Background: an optimization exercise with open tools, aiming at small area. Do not read the settings as production practice. The RTL was checked by simulation tests, not by an equivalence proof against the original design. Power is estimated from default activity; no workload was simulated.

==> 12-08 <==
==> flow/design.v (excerpt) <==
module bp_predictor (
	input  logic        clk,
	input  logic        rst_n,
	input  logic        pred_valid,
	input  logic [31:0] pred_pc,
	input  logic        upd_valid,
	input  logic [31:0] upd_pc,
	input  logic        upd_taken,
	input  logic [31:0] upd_target,
	input  logic        upd_mispredict,
	input  logic        s_axil_awvalid,
	input  logic [7:0]  s_axil_awaddr,
	input  logic        s_axil_wvalid,
	input  logic [31:0] s_axil_wdata,
	input  logic [3:0]  s_axil_wstrb,
	input  logic        s_axil_bready,
	input  logic        s_axil_arvalid,
	input  logic [7:0]  s_axil_araddr,
	input  logic        s_axil_rready,
	output logic        pred_taken,
	output logic        pred_btb_hit,
	output logic [31:0] pred_target,
	output logic        pred_provider,
	output logic        s_axil_awready,
	output logic        s_axil_wready,
	output logic        s_axil_bvalid,
	output logic [1:0]  s_axil_bresp,
	output logic        s_axil_arready,
	output logic        s_axil_rvalid,
	output logic [31:0] s_axil_rdata,
	output logic [1:0]  s_axil_rresp
);
export LEC_CHECK = 0
export CAP_MARGIN = 20
export CORE_MARGIN = 2
export CORE_UTILIZATION = 45
export CTS_BUF_LIST = sky130_fd_sc_hd__clkbuf_4 sky130_fd_sc_hd__clkbuf_8
export CTS_CLUSTER_DIAMETER = 60
export CTS_CLUSTER_SIZE = 16
export PLACE_DENSITY = 0.5
export SLEW_MARGIN = 20
export SYNTH_HIERARCHICAL = 1
export SYNTH_MINIMUM_KEEP_SIZE = 0
create_clock -name core_clock -period 10.0 [get_ports {clk}]
standard.sh (not shown) runs the stock make flow with config.mk's settings and CLKGATE_MAP_FILE= SYNTH_SCRIPT=/design/flow/synth_recipe.tcl, a recipe that flattens the netlist after the stock synthesis.
==> flow/flow/run.sh <==
#!/bin/bash
# Own layout flow: the standard flow (standard.sh, with its synthesis
# unchanged) run on a copy of config.mk with a few extra ORFS settings:
#  - port buffers use buf_4, which drives the wide input fanouts without
#    extra repair buffers (every port still gets its own buffer)
#  - CTS as in config.mk but without dummy loads
#  - power recovery after global route (downsizes cells with slack to spare)
# make's output goes to flow_make.log in this folder; ORFS writes each step's
# own log under orfs/logs.
set -euo pipefail
cd "$(dirname "$0")/.."
cp config.mk own_config.mk
cat >> own_config.mk <<'EOC'
export BUFFER_PORTS_ARGS = -buffer_cell sky130_fd_sc_hd__buf_4
export CTS_ARGS = -sink_clustering_enable -repair_clock_nets -sink_clustering_size 16 -sink_clustering_max_diameter 60 -buf_list {sky130_fd_sc_hd__clkbuf_4 sky130_fd_sc_hd__clkbuf_8} -dont_use_dummy_load
export RECOVER_POWER = 100
EOC
sed "s#DESIGN_CONFIG=[^ ]*#DESIGN_CONFIG=$PWD/own_config.mk#" standard.sh > own_standard.sh
grep -q "DESIGN_CONFIG=$PWD/own_config.mk" own_standard.sh
bash own_standard.sh > flow_make.log 2>&1
==> 10-23 (differences from 12-08) <==
--- a/flow/design.v
+++ b/flow/design.v
@@ -144,27 +144,27 @@
 				chooser_q <= chooser_q + 2'd1;
 			end else if (gs_ok && !lc_ok && chooser_q != 2'b00) begin
 				chooser_q <= chooser_q - 2'd1;
 			end
 		end
 	end
 	logic [15:0] p_gi_lo, p_li_lo;
-	bp_onehot #(.IW(4)) u_gs_pdec (.i_idx(p_gi[3:0]), .i_en(1'b1), .i_all(1'b0), .o_sel(p_gi_lo));
-	bp_onehot #(.IW(4)) u_lc_pdec (.i_idx(p_li[3:0]), .i_en(1'b1), .i_all(1'b0), .o_sel(p_li_lo));
+	bp_onehot #(.IW(4), .USE_EN(0), .USE_ALL(0)) u_gs_pdec (.i_idx(p_gi[3:0]), .i_en(1'b1), .i_all(1'b0), .o_sel(p_gi_lo));
+	bp_onehot #(.IW(4), .USE_EN(0), .USE_ALL(0)) u_lc_pdec (.i_idx(p_li[3:0]), .i_en(1'b1), .i_all(1'b0), .o_sel(p_li_lo));
 	logic [15:0] gs_grp, lc_grp;
 	bp_andor #(.N(16), .W(16)) u_gs_prd (.i_sel(p_gi_lo), .i_data(grp_pack(gs_p_q)), .o_data(gs_grp));
 	bp_andor #(.N(16), .W(16)) u_lc_prd (.i_sel(p_li_lo), .i_data(grp_pack(lc_p_q)), .o_data(lc_grp));
 	logic pred_dir;
 	assign pred_dir = chooser_q[1] ? lc_grp[p_li[7:4]] : gs_grp[p_gi[7:4]];
 	logic [BTB-1:0] btb_v_q;
 	logic [24:0]    btb_tag_q [BTB];
 	logic [31:0]    btb_tgt_q [BTB];
 	logic [BTB-1:0] b_wsel, b_psel;
-	bp_onehot #(.IW(5)) u_b_wdec (.i_idx(upd_pc[6:2]), .i_en(upd_valid && upd_taken), .i_all(1'b0), .o_sel(b_wsel));
-	bp_onehot #(.IW(5)) u_b_pdec (.i_idx(pred_pc[6:2]), .i_en(pred_valid), .i_all(1'b0), .o_sel(b_psel));
+	bp_onehot #(.IW(5), .USE_ALL(0)) u_b_wdec (.i_idx(upd_pc[6:2]), .i_en(upd_valid && upd_taken), .i_all(1'b0), .o_sel(b_wsel));
+	bp_onehot #(.IW(5), .USE_ALL(0)) u_b_pdec (.i_idx(pred_pc[6:2]), .i_en(pred_valid), .i_all(1'b0), .o_sel(b_psel));
 	always_ff @(posedge clk) begin
 		for (int r = 0; r < BTB; r++) begin
 			if (rst) begin
 				btb_v_q[r] <= 1'b0;
 			end else if (b_wsel[r]) begin
 				btb_v_q[r] <= 1'b1;
 			end
@@ -284,31 +284,33 @@
 	assign s_axil_bresp   = 2'b00;
 	assign s_axil_arready = !r_valid_q;
 	assign s_axil_rvalid  = r_valid_q;
 	assign s_axil_rdata   = r_data_q;
 	assign s_axil_rresp   = 2'b00;
 endmodule
 module bp_onehot #(
-	parameter int IW = 5
+	parameter int IW      = 5,
+	parameter bit USE_EN  = 1,
+	parameter bit USE_ALL = 1
 ) (
 	input  logic               i_en,
 	input  logic               i_all,
 	input  logic [IW-1:0]      i_idx,
 	output logic [(1<<IW)-1:0] o_sel
 );
 	localparam int LW = IW / 2;
 	localparam int HW = IW - LW;
 	logic [(1<<LW)-1:0] lo_n;
 	logic [(1<<HW)-1:0] hi_n;
 	always_comb begin
 		for (int i = 0; i < (1 << LW); i++) begin
-			lo_n[i] = !(i_all || (i_idx[LW-1:0] == LW'(i)));
+			lo_n[i] = !((USE_ALL && i_all) || (i_idx[LW-1:0] == LW'(i)));
 		end
 		for (int i = 0; i < (1 << HW); i++) begin
-			hi_n[i] = !(i_all || (i_en && i_idx[IW-1:LW] == HW'(i)));
+			hi_n[i] = !((USE_ALL && i_all) || ((!USE_EN || i_en) && i_idx[IW-1:LW] == HW'(i)));
 		end
 	end
 	bp_nor_grid #(.NH(1 << HW), .NL(1 << LW)) u_grid (.i_hi_n(hi_n), .i_lo_n(lo_n), .o_sel(o_sel));
 endmodule
 module bp_nor_grid #(
 	parameter int NH = 4,
 	parameter int NL = 8
@@ -367,63 +369,71 @@
 	input  logic        i_inc,
 	input  logic        i_clr,
 	output logic [31:0] o_d
 );
 	logic [8:0] c;
 	assign c[0] = 1'b1;
 	for (genvar k = 0; k < 8; k++) begin : g_slice
-		bp_ctr_slice u_s (
+		bp_ctr_slice #(.FIRST(k == 0)) u_s (
 			.i_q   (i_q[4*k +: 4]),
 			.i_c   (c[k]),
 			.i_inc (i_inc),
 			.i_clr (i_clr),
 			.o_d   (o_d[4*k +: 4]),
 			.o_c   (c[k+1])
 		);
 	end
 endmodule
-module bp_ctr_slice (
+module bp_ctr_slice #(
+	parameter bit FIRST = 0
+) (
 	input  logic [3:0] i_q,
 	input  logic       i_c,
 	input  logic       i_inc,
 	input  logic       i_clr,
 	output logic [3:0] o_d,
 	output logic       o_c
 );
 	logic [4:0] c;
-	assign c[0] = i_c;
+	assign c[0] = FIRST || i_c;
 	for (genvar b = 0; b < 4; b++) begin : g_bit
 		assign o_d[b]  = !i_clr && (i_q[b] ^ (i_inc && c[b]));
 		assign c[b+1] = i_q[b] && c[b];
 	end
-	assign o_c = i_c && (&i_q);
+	assign o_c = c[0] && (&i_q);
 endmodule
 module bp_incr #(
 	parameter int W = 30
 ) (
 	input  logic [W-1:0] i_a,
 	output logic [W-1:0] o_y
 );
 	localparam int NS = (W + 3) / 4;
-	logic [NS*4-1:0] a, y;
-	logic [NS:0]     c;
-	assign a = (NS*4)'(i_a);
+	logic [NS:0] c;
 	assign c[0] = 1'b1;
 	for (genvar k = 0; k < NS; k++) begin : g_slice
-		bp_inc_slice u_s (.i_a(a[4*k +: 4]), .i_c(c[k]), .o_y(y[4*k +: 4]), .o_c(c[k+1]));
+		localparam int SW = (4 * k + 4 <= W) ? 4 : W - 4 * k;
+		bp_inc_slice #(.SW(SW), .FIRST(k == 0)) u_s (
+			.i_a (i_a[4*k +: SW]),
+			.i_c (c[k]),
+			.o_y (o_y[4*k +: SW]),
+			.o_c (c[k+1])
+		);
 	end
-	assign o_y = y[W-1:0];
 endmodule
-module bp_inc_slice (
-	input  logic [3:0] i_a,
-	input  logic       i_c,
-	output logic [3:0] o_y,
-	output logic       o_c
+module bp_inc_slice #(
+	parameter int SW    = 4,
+	parameter bit FIRST = 0
+) (
+	input  logic [SW-1:0] i_a,
+	input  logic          i_c,
+	output logic [SW-1:0] o_y,
+	output logic          o_c
 );
-	logic [4:0] c;
-	assign c[0] = i_c;
-	for (genvar b = 0; b < 4; b++) begin : g_bit
+	logic [SW:0] c;
+	assign c[0] = FIRST || i_c;
+	for (genvar b = 0; b < SW; b++) begin : g_bit
 		assign o_y[b]  = i_a[b] ^ c[b];
 		assign c[b+1] = i_a[b] && c[b];
 	end
-	assign o_c = i_c && (&i_a);
+	assign o_c = c[0] && (&i_a);
 endmodule
==> flow/flow/run.sh (replaced) <==
#!/bin/bash
# Own layout flow: the standard flow (standard.sh, with its synthesis
# unchanged) run on a copy of config.mk with a few extra ORFS settings:
#  - port buffers use buf_4, which drives the wide input fanouts without
#    extra repair buffers (every port still gets its own buffer)
#  - CTS as in config.mk but without dummy loads
#  - power recovery after global route (downsizes cells with slack to spare),
#    followed by a second repair_design so that no downsized driver is left
#    with a slew or capacitance violation; this uses a copy of ORFS's scripts
#    folder whose global_route.tcl gets that one extra step
# make's output goes to flow_make.log in this folder; ORFS writes each step's
# own log under orfs/logs.
set -euo pipefail
cd "$(dirname "$0")/.."
cp config.mk own_config.mk
cat >> own_config.mk <<'EOC'
export BUFFER_PORTS_ARGS = -buffer_cell sky130_fd_sc_hd__buf_4
export CTS_ARGS = -sink_clustering_enable -repair_clock_nets -sink_clustering_size 16 -sink_clustering_max_diameter 60 -buf_list {sky130_fd_sc_hd__clkbuf_4 sky130_fd_sc_hd__clkbuf_8} -dont_use_dummy_load
export RECOVER_POWER = 100
EOC
rm -rf own_scripts
cp -r "$FLOW_HOME/scripts" own_scripts
python3 - <<'EOP'
p = "own_scripts/global_route.tcl"
s = open(p).read()
old = "  recover_power_helper\n"
assert s.count(old) == 1
s = s.replace(old, old + "  log_cmd estimate_parasitics -global_routing\n  repair_design_helper\n")
open(p, "w").write(s)
EOP
sed "s#DESIGN_CONFIG=[^ ]*#DESIGN_CONFIG=$PWD/own_config.mk#" standard.sh > own_standard.sh
grep -q "DESIGN_CONFIG=$PWD/own_config.mk" own_standard.sh
bash own_standard.sh "SCRIPTS_DIR=$PWD/own_scripts" finish > flow_make.log 2>&1
CORE_UTILIZATION = 60   (was 45)
PLACE_DENSITY = 0.65   (was 0.5)
==> 01-07 (differences from 12-08) <==
--- a/flow/design.v
+++ b/flow/design.v
@@ -144,27 +144,27 @@
 				chooser_q <= chooser_q + 2'd1;
 			end else if (gs_ok && !lc_ok && chooser_q != 2'b00) begin
 				chooser_q <= chooser_q - 2'd1;
 			end
 		end
 	end
 	logic [15:0] p_gi_lo, p_li_lo;
-	bp_onehot #(.IW(4)) u_gs_pdec (.i_idx(p_gi[3:0]), .i_en(1'b1), .i_all(1'b0), .o_sel(p_gi_lo));
-	bp_onehot #(.IW(4)) u_lc_pdec (.i_idx(p_li[3:0]), .i_en(1'b1), .i_all(1'b0), .o_sel(p_li_lo));
+	bp_onehot #(.IW(4), .USE_EN(0), .USE_ALL(0)) u_gs_pdec (.i_idx(p_gi[3:0]), .i_en(1'b1), .i_all(1'b0), .o_sel(p_gi_lo));
+	bp_onehot #(.IW(4), .USE_EN(0), .USE_ALL(0)) u_lc_pdec (.i_idx(p_li[3:0]), .i_en(1'b1), .i_all(1'b0), .o_sel(p_li_lo));
 	logic [15:0] gs_grp, lc_grp;
 	bp_andor #(.N(16), .W(16)) u_gs_prd (.i_sel(p_gi_lo), .i_data(grp_pack(gs_p_q)), .o_data(gs_grp));
 	bp_andor #(.N(16), .W(16)) u_lc_prd (.i_sel(p_li_lo), .i_data(grp_pack(lc_p_q)), .o_data(lc_grp));
 	logic pred_dir;
 	assign pred_dir = chooser_q[1] ? lc_grp[p_li[7:4]] : gs_grp[p_gi[7:4]];
 	logic [BTB-1:0] btb_v_q;
 	logic [24:0]    btb_tag_q [BTB];
 	logic [31:0]    btb_tgt_q [BTB];
 	logic [BTB-1:0] b_wsel, b_psel;
-	bp_onehot #(.IW(5)) u_b_wdec (.i_idx(upd_pc[6:2]), .i_en(upd_valid && upd_taken), .i_all(1'b0), .o_sel(b_wsel));
-	bp_onehot #(.IW(5)) u_b_pdec (.i_idx(pred_pc[6:2]), .i_en(pred_valid), .i_all(1'b0), .o_sel(b_psel));
+	bp_onehot #(.IW(5), .USE_ALL(0)) u_b_wdec (.i_idx(upd_pc[6:2]), .i_en(upd_valid && upd_taken), .i_all(1'b0), .o_sel(b_wsel));
+	bp_onehot #(.IW(5), .USE_ALL(0)) u_b_pdec (.i_idx(pred_pc[6:2]), .i_en(pred_valid), .i_all(1'b0), .o_sel(b_psel));
 	always_ff @(posedge clk) begin
 		for (int r = 0; r < BTB; r++) begin
 			if (rst) begin
 				btb_v_q[r] <= 1'b0;
 			end else if (b_wsel[r]) begin
 				btb_v_q[r] <= 1'b1;
 			end
@@ -284,31 +284,33 @@
 	assign s_axil_bresp   = 2'b00;
 	assign s_axil_arready = !r_valid_q;
 	assign s_axil_rvalid  = r_valid_q;
 	assign s_axil_rdata   = r_data_q;
 	assign s_axil_rresp   = 2'b00;
 endmodule
 module bp_onehot #(
-	parameter int IW = 5
+	parameter int IW      = 5,
+	parameter bit USE_EN  = 1,
+	parameter bit USE_ALL = 1
 ) (
 	input  logic               i_en,
 	input  logic               i_all,
 	input  logic [IW-1:0]      i_idx,
 	output logic [(1<<IW)-1:0] o_sel
 );
 	localparam int LW = IW / 2;
 	localparam int HW = IW - LW;
 	logic [(1<<LW)-1:0] lo_n;
 	logic [(1<<HW)-1:0] hi_n;
 	always_comb begin
 		for (int i = 0; i < (1 << LW); i++) begin
-			lo_n[i] = !(i_all || (i_idx[LW-1:0] == LW'(i)));
+			lo_n[i] = !((USE_ALL && i_all) || (i_idx[LW-1:0] == LW'(i)));
 		end
 		for (int i = 0; i < (1 << HW); i++) begin
-			hi_n[i] = !(i_all || (i_en && i_idx[IW-1:LW] == HW'(i)));
+			hi_n[i] = !((USE_ALL && i_all) || ((!USE_EN || i_en) && i_idx[IW-1:LW] == HW'(i)));
 		end
 	end
 	bp_nor_grid #(.NH(1 << HW), .NL(1 << LW)) u_grid (.i_hi_n(hi_n), .i_lo_n(lo_n), .o_sel(o_sel));
 endmodule
 module bp_nor_grid #(
 	parameter int NH = 4,
 	parameter int NL = 8
@@ -367,63 +369,71 @@
 	input  logic        i_inc,
 	input  logic        i_clr,
 	output logic [31:0] o_d
 );
 	logic [8:0] c;
 	assign c[0] = 1'b1;
 	for (genvar k = 0; k < 8; k++) begin : g_slice
-		bp_ctr_slice u_s (
+		bp_ctr_slice #(.FIRST(k == 0)) u_s (
 			.i_q   (i_q[4*k +: 4]),
 			.i_c   (c[k]),
 			.i_inc (i_inc),
 			.i_clr (i_clr),
 			.o_d   (o_d[4*k +: 4]),
 			.o_c   (c[k+1])
 		);
 	end
 endmodule
-module bp_ctr_slice (
+module bp_ctr_slice #(
+	parameter bit FIRST = 0
+) (
 	input  logic [3:0] i_q,
 	input  logic       i_c,
 	input  logic       i_inc,
 	input  logic       i_clr,
 	output logic [3:0] o_d,
 	output logic       o_c
 );
 	logic [4:0] c;
-	assign c[0] = i_c;
+	assign c[0] = FIRST || i_c;
 	for (genvar b = 0; b < 4; b++) begin : g_bit
 		assign o_d[b]  = !i_clr && (i_q[b] ^ (i_inc && c[b]));
 		assign c[b+1] = i_q[b] && c[b];
 	end
-	assign o_c = i_c && (&i_q);
+	assign o_c = c[0] && (&i_q);
 endmodule
 module bp_incr #(
 	parameter int W = 30
 ) (
 	input  logic [W-1:0] i_a,
 	output logic [W-1:0] o_y
 );
 	localparam int NS = (W + 3) / 4;
-	logic [NS*4-1:0] a, y;
-	logic [NS:0]     c;
-	assign a = (NS*4)'(i_a);
+	logic [NS:0] c;
 	assign c[0] = 1'b1;
 	for (genvar k = 0; k < NS; k++) begin : g_slice
-		bp_inc_slice u_s (.i_a(a[4*k +: 4]), .i_c(c[k]), .o_y(y[4*k +: 4]), .o_c(c[k+1]));
+		localparam int SW = (4 * k + 4 <= W) ? 4 : W - 4 * k;
+		bp_inc_slice #(.SW(SW), .FIRST(k == 0)) u_s (
+			.i_a (i_a[4*k +: SW]),
+			.i_c (c[k]),
+			.o_y (o_y[4*k +: SW]),
+			.o_c (c[k+1])
+		);
 	end
-	assign o_y = y[W-1:0];
 endmodule
-module bp_inc_slice (
-	input  logic [3:0] i_a,
-	input  logic       i_c,
-	output logic [3:0] o_y,
-	output logic       o_c
+module bp_inc_slice #(
+	parameter int SW    = 4,
+	parameter bit FIRST = 0
+) (
+	input  logic [SW-1:0] i_a,
+	input  logic          i_c,
+	output logic [SW-1:0] o_y,
+	output logic          o_c
 );
-	logic [4:0] c;
-	assign c[0] = i_c;
-	for (genvar b = 0; b < 4; b++) begin : g_bit
+	logic [SW:0] c;
+	assign c[0] = FIRST || i_c;
+	for (genvar b = 0; b < SW; b++) begin : g_bit
 		assign o_y[b]  = i_a[b] ^ c[b];
 		assign c[b+1] = i_a[b] && c[b];
 	end
-	assign o_c = i_c && (&i_a);
+	assign o_c = c[0] && (&i_a);
 endmodule
==> flow/flow/run.sh (replaced) <==
#!/bin/bash
# Own layout flow: the standard flow (standard.sh, with its synthesis
# unchanged) run on a copy of config.mk with a few extra ORFS settings:
#  - port buffers use buf_4, which drives the wide input fanouts without
#    extra repair buffers (every port still gets its own buffer)
#  - CTS as in config.mk but without dummy loads
# make's output goes to flow_make.log in this folder; ORFS writes each step's
# own log under orfs/logs.
set -euo pipefail
cd "$(dirname "$0")/.."
cp config.mk own_config.mk
cat >> own_config.mk <<'EOC'
export BUFFER_PORTS_ARGS = -buffer_cell sky130_fd_sc_hd__buf_4
export CTS_ARGS = -sink_clustering_enable -repair_clock_nets -sink_clustering_size 16 -sink_clustering_max_diameter 60 -buf_list {sky130_fd_sc_hd__clkbuf_4 sky130_fd_sc_hd__clkbuf_8} -dont_use_dummy_load
EOC
sed "s#DESIGN_CONFIG=[^ ]*#DESIGN_CONFIG=$PWD/own_config.mk#" standard.sh > own_standard.sh
grep -q "DESIGN_CONFIG=$PWD/own_config.mk" own_standard.sh
bash own_standard.sh > flow_make.log 2>&1
==> run summary <==
The highest count of clock-buffer cells in the layout belongs to 01-07, the lowest to 10-23. Wire length, highest first: 01-07, 12-08, 10-23. Clock power: 10-23 < 12-08 < 01-07. The lowest non-clock buffer count belongs to 01-07, the highest to 10-23. Against 10-23, the critical path depth of 12-08 is higher by 2. 10-23 passed the timing, design-rule and antenna checks. 12-08 produced a layout that fails on max-capacitance violations, max-slew violations. 01-07 completed with no timing, DRC or antenna violations. Of 01-07 and 10-23, 10-23 has the higher via count (gap 0.92%, measured against 10-23). In 10-23 the die area is smaller than in 01-07, by 25%. The lowest register-to-register slack belongs to 10-23, the highest to 01-07.

## separate check: timing with driven ports
Ports are ideal in the flow. The routed layouts listed here were re-timed in OpenROAD.
Step 1 assumes that a clkbuf_16 drives the clock port and a buf_2 every other input.
Step 2 adds t to the input delays and takes it off the output delays; t is the mean of the earliest and latest rising clock arrival at the registers after step 1. Input paths then give back, and output paths get back, about the clock's delay inside the block.
a / b / c = ideal / step 1 / step 2; a / b = the first two.
| run | t (ns) | setup WS [ns] | worst data-port slew with drivers (ns) | max-slew violations |
|---|---|---|---|---|
| 12-08 | 1.137 | 0.307 / 0.351 / -0.780 | 0.30 | 885 / 952 |
| 10-23 | 1.110 | 0.391 / 0.366 / 0.138 | 0.22 | 0 / 0 |
| 01-07 | 1.135 | 0.455 / 0.433 / 0.433 | 0.26 | 0 / 0 |
With drivers on, slew violations rise in 12-08. For 12-08, which loses most, drivers alone change the setup slack by +0.044 ns; drivers and shift together by -1.087 ns.
